Background: an optimization exercise with open tools, aiming at small area and a short achievable clock period. Do not read the settings as production practice. Function was checked by simulation only, so behaviour that the tests miss may differ from the original. No activity file was given, so power comes from the tool's default toggle rates.

run A:
==> flow/design.v (excerpt) <==
module exu_top
#(
  parameter int OITF_DEPTH = 4,
  localparam int ITAG_W = (OITF_DEPTH > 1) ? $clog2(OITF_DEPTH) : 1
) (
  input  logic              clk,
  input  logic              i_rst,
  input  logic              i_valid,
  output logic                   o_ready,
  input  exu_op_pkg::exu_op_t           i_op,
  input  exu_cfg_pkg::rfidx_t            i_rs1idx,
  input  exu_cfg_pkg::rfidx_t            i_rs2idx,
  input  exu_cfg_pkg::rfidx_t            i_rdidx,
  input  exu_cfg_pkg::xlen_t             i_imm,
  output logic                   o_lsu_cmd_valid,
  input  logic              i_lsu_cmd_ready,
  output exu_cfg_pkg::xlen_t                  o_lsu_cmd_addr,
  output logic [ITAG_W-1:0]      o_lsu_cmd_itag,
  input  logic              i_lsu_valid,
  output logic                   o_lsu_ready,
  input  exu_cfg_pkg::xlen_t             i_lsu_wdat,
  input  logic [ITAG_W-1:0] i_lsu_itag,
  output logic                   o_wbck_ena,
  output exu_cfg_pkg::rfidx_t                 o_wbck_rdidx,
  output exu_cfg_pkg::xlen_t                  o_wbck_wdat,
  output logic                   o_oitf_empty,
  output logic                   o_exu_active
);
Size in the first run: ~4600 cells after synthesis, ~1100 flip-flops, about 170 I/O pins, about 57000 sq um of cells after synthesis.
==> flow/config.mk <==
export PLATFORM = sky130hd
export DESIGN_NAME = exu_top
export DESIGN_NICKNAME = exu_top
export VERILOG_FILES = /design/flow/design.v
export SDC_FILE = /design/flow/constraint.sdc
export NUM_CORES = 4
export LEC_CHECK = 0
export CAP_MARGIN = 20
export CORE_MARGIN = 2
export CORE_UTILIZATION = 40
export SLEW_MARGIN = 20
==> flow/constraint.sdc <==
create_clock -name core_clock -period 15.0 [get_ports {clk}]
set_input_delay 3.0000 -clock core_clock [delete_from_list [all_inputs] [get_ports {clk}]]
set_output_delay 3.0000 -clock core_clock [all_outputs]
set_load 0.01 [all_outputs]
run.sh (not shown) runs the stock make flow with config.mk's settings and CLKGATE_MAP_FILE= SYNTH_SCRIPT=/design/flow/synth_recipe.tcl, a recipe that flattens the netlist after the stock synthesis.
Here is what was changed in the inputs of run B compared with run A.
# run A
export LEC_CHECK = 0
export CAP_MARGIN = 20
export CORE_MARGIN = 2
export CORE_UTILIZATION = 40
export SLEW_MARGIN = 20
create_clock -name core_clock -period 15.0 [get_ports {clk}]
# run B
export LEC_CHECK = 0
export CAP_MARGIN = 20
export CORE_MARGIN = 2
export CORE_UTILIZATION = 40
export CTS_CLUSTER_DIAMETER = 100
export CTS_CLUSTER_SIZE = 30
export SLEW_MARGIN = 20
create_clock -name core_clock -period 15.0 [get_ports {clk}]
==> flow/flow/run.sh (new file) <==
#!/bin/bash
# Own flow: the standard layout (standard.sh, unchanged synthesis), with
# the input and output port buffers made of buf_2 cells instead of the delay
# cells that buffer_ports picks by default. Every port still gets a buffer.
set -euo pipefail
bash standard.sh BUFFER_PORTS_ARGS="-buffer_cell sky130_fd_sc_hd__buf_2" finish > flow_make.log 2>&1
==> flow/standard.sh (new file) <==
#!/bin/bash
# synth_recipe.tcl (not shown) runs the flow's synth.tcl, then flattens the netlist and writes it again
# the make line also repeats each setting of config.mk as NAME=value (left out here)
make -C /OpenROAD-flow-scripts/flow DESIGN_CONFIG=/design/flow/config.mk WORK_HOME=/design/flow/orfs CLKGATE_MAP_FILE= SYNTH_SCRIPT=/design/flow/synth_recipe.tcl "${@:-finish}"
removed: flow/run.sh
### Flow results
The final reports for run B and run A show overall power lower in the former.
The wire length after detailed routing in run B sits about 5.4% below the value recorded for run A.
STATUS power dissipated by switching net loads: run B wins against run A
Going from run A to run B, the area added between synthesis and finish was found to have gone down by 12 points.
Compared with run A, run B shows a lower instance count after placement with tap cells included.
Run B ends up with lower via count than run A does.
Run A has a higher final standard cell area without fillers than run B.
Comparing run A and run B, the higher least setup slack across all paths after layout is on run A.
Higher fraction of area in multi-input gates was reported by run B, not run A.
diff inputs: run B => run C
# run B
export LEC_CHECK = 0
export CAP_MARGIN = 20
export CORE_MARGIN = 2
export CORE_UTILIZATION = 40
export CTS_CLUSTER_DIAMETER = 100
export CTS_CLUSTER_SIZE = 30
export SLEW_MARGIN = 20
create_clock -name core_clock -period 15.0 [get_ports {clk}]
# run C
export LEC_CHECK = 0
export CAP_MARGIN = 20
export CORE_MARGIN = 2
export CORE_UTILIZATION = 40
export SLEW_MARGIN = 20
create_clock -name core_clock -period 15.0 [get_ports {clk}]
--- outcome ---
The launching instance or port of the critical path comes out i_rs2idx[3] in one run and i_rs2idx[1] in the other, namely in run B and run C respectively.
Run B → run C: via count increased by 460 relative to the old numbers; cell depth of the worst min-delay path closely matched the old numbers; wire length increased by 1500 microns relative to the old numbers; initial detailed-routing violation count increased by 0.82% relative to the old numbers.

==> separate check: timing with driven ports <==
No port has a modelled driver above. Below, the same layouts with a new extraction and two added sets of constraints. Step 1 sets driving cells, clkbuf_16 on the clock port and buf_2 on the other inputs (assumed; they add their load-dependent delay and slew). Step 2 also shifts input and output timing later by t, the mid clock arrival at the registers, as if the neighbouring blocks saw the same clock. Three values: ideal ports, drivers, drivers and shift; two values: the first two.
run | t (ns) | setup slack, ns | clock arrival spread, ns | slew at the worst register clock pin (ns) | pins driven straight from the clock port
run A | 0.828 | 0.194 / 0.173 / 0.173 | 0.055 / 0.055 | 0.07 / 0.07 | 1
run B | 0.768 | 0.174 / 0.152 / 0.152 | 0.052 / 0.051 | 0.12 / 0.12 | 1
run C | 0.804 | 0.181 / 0.161 / 0.161 | 0.055 / 0.055 | 0.07 / 0.07 | 1
After both steps setup and hold are still met in every run listed. For run B, which loses most, drivers alone change the setup slack by -0.022 ns; drivers and shift together by -0.022 ns.
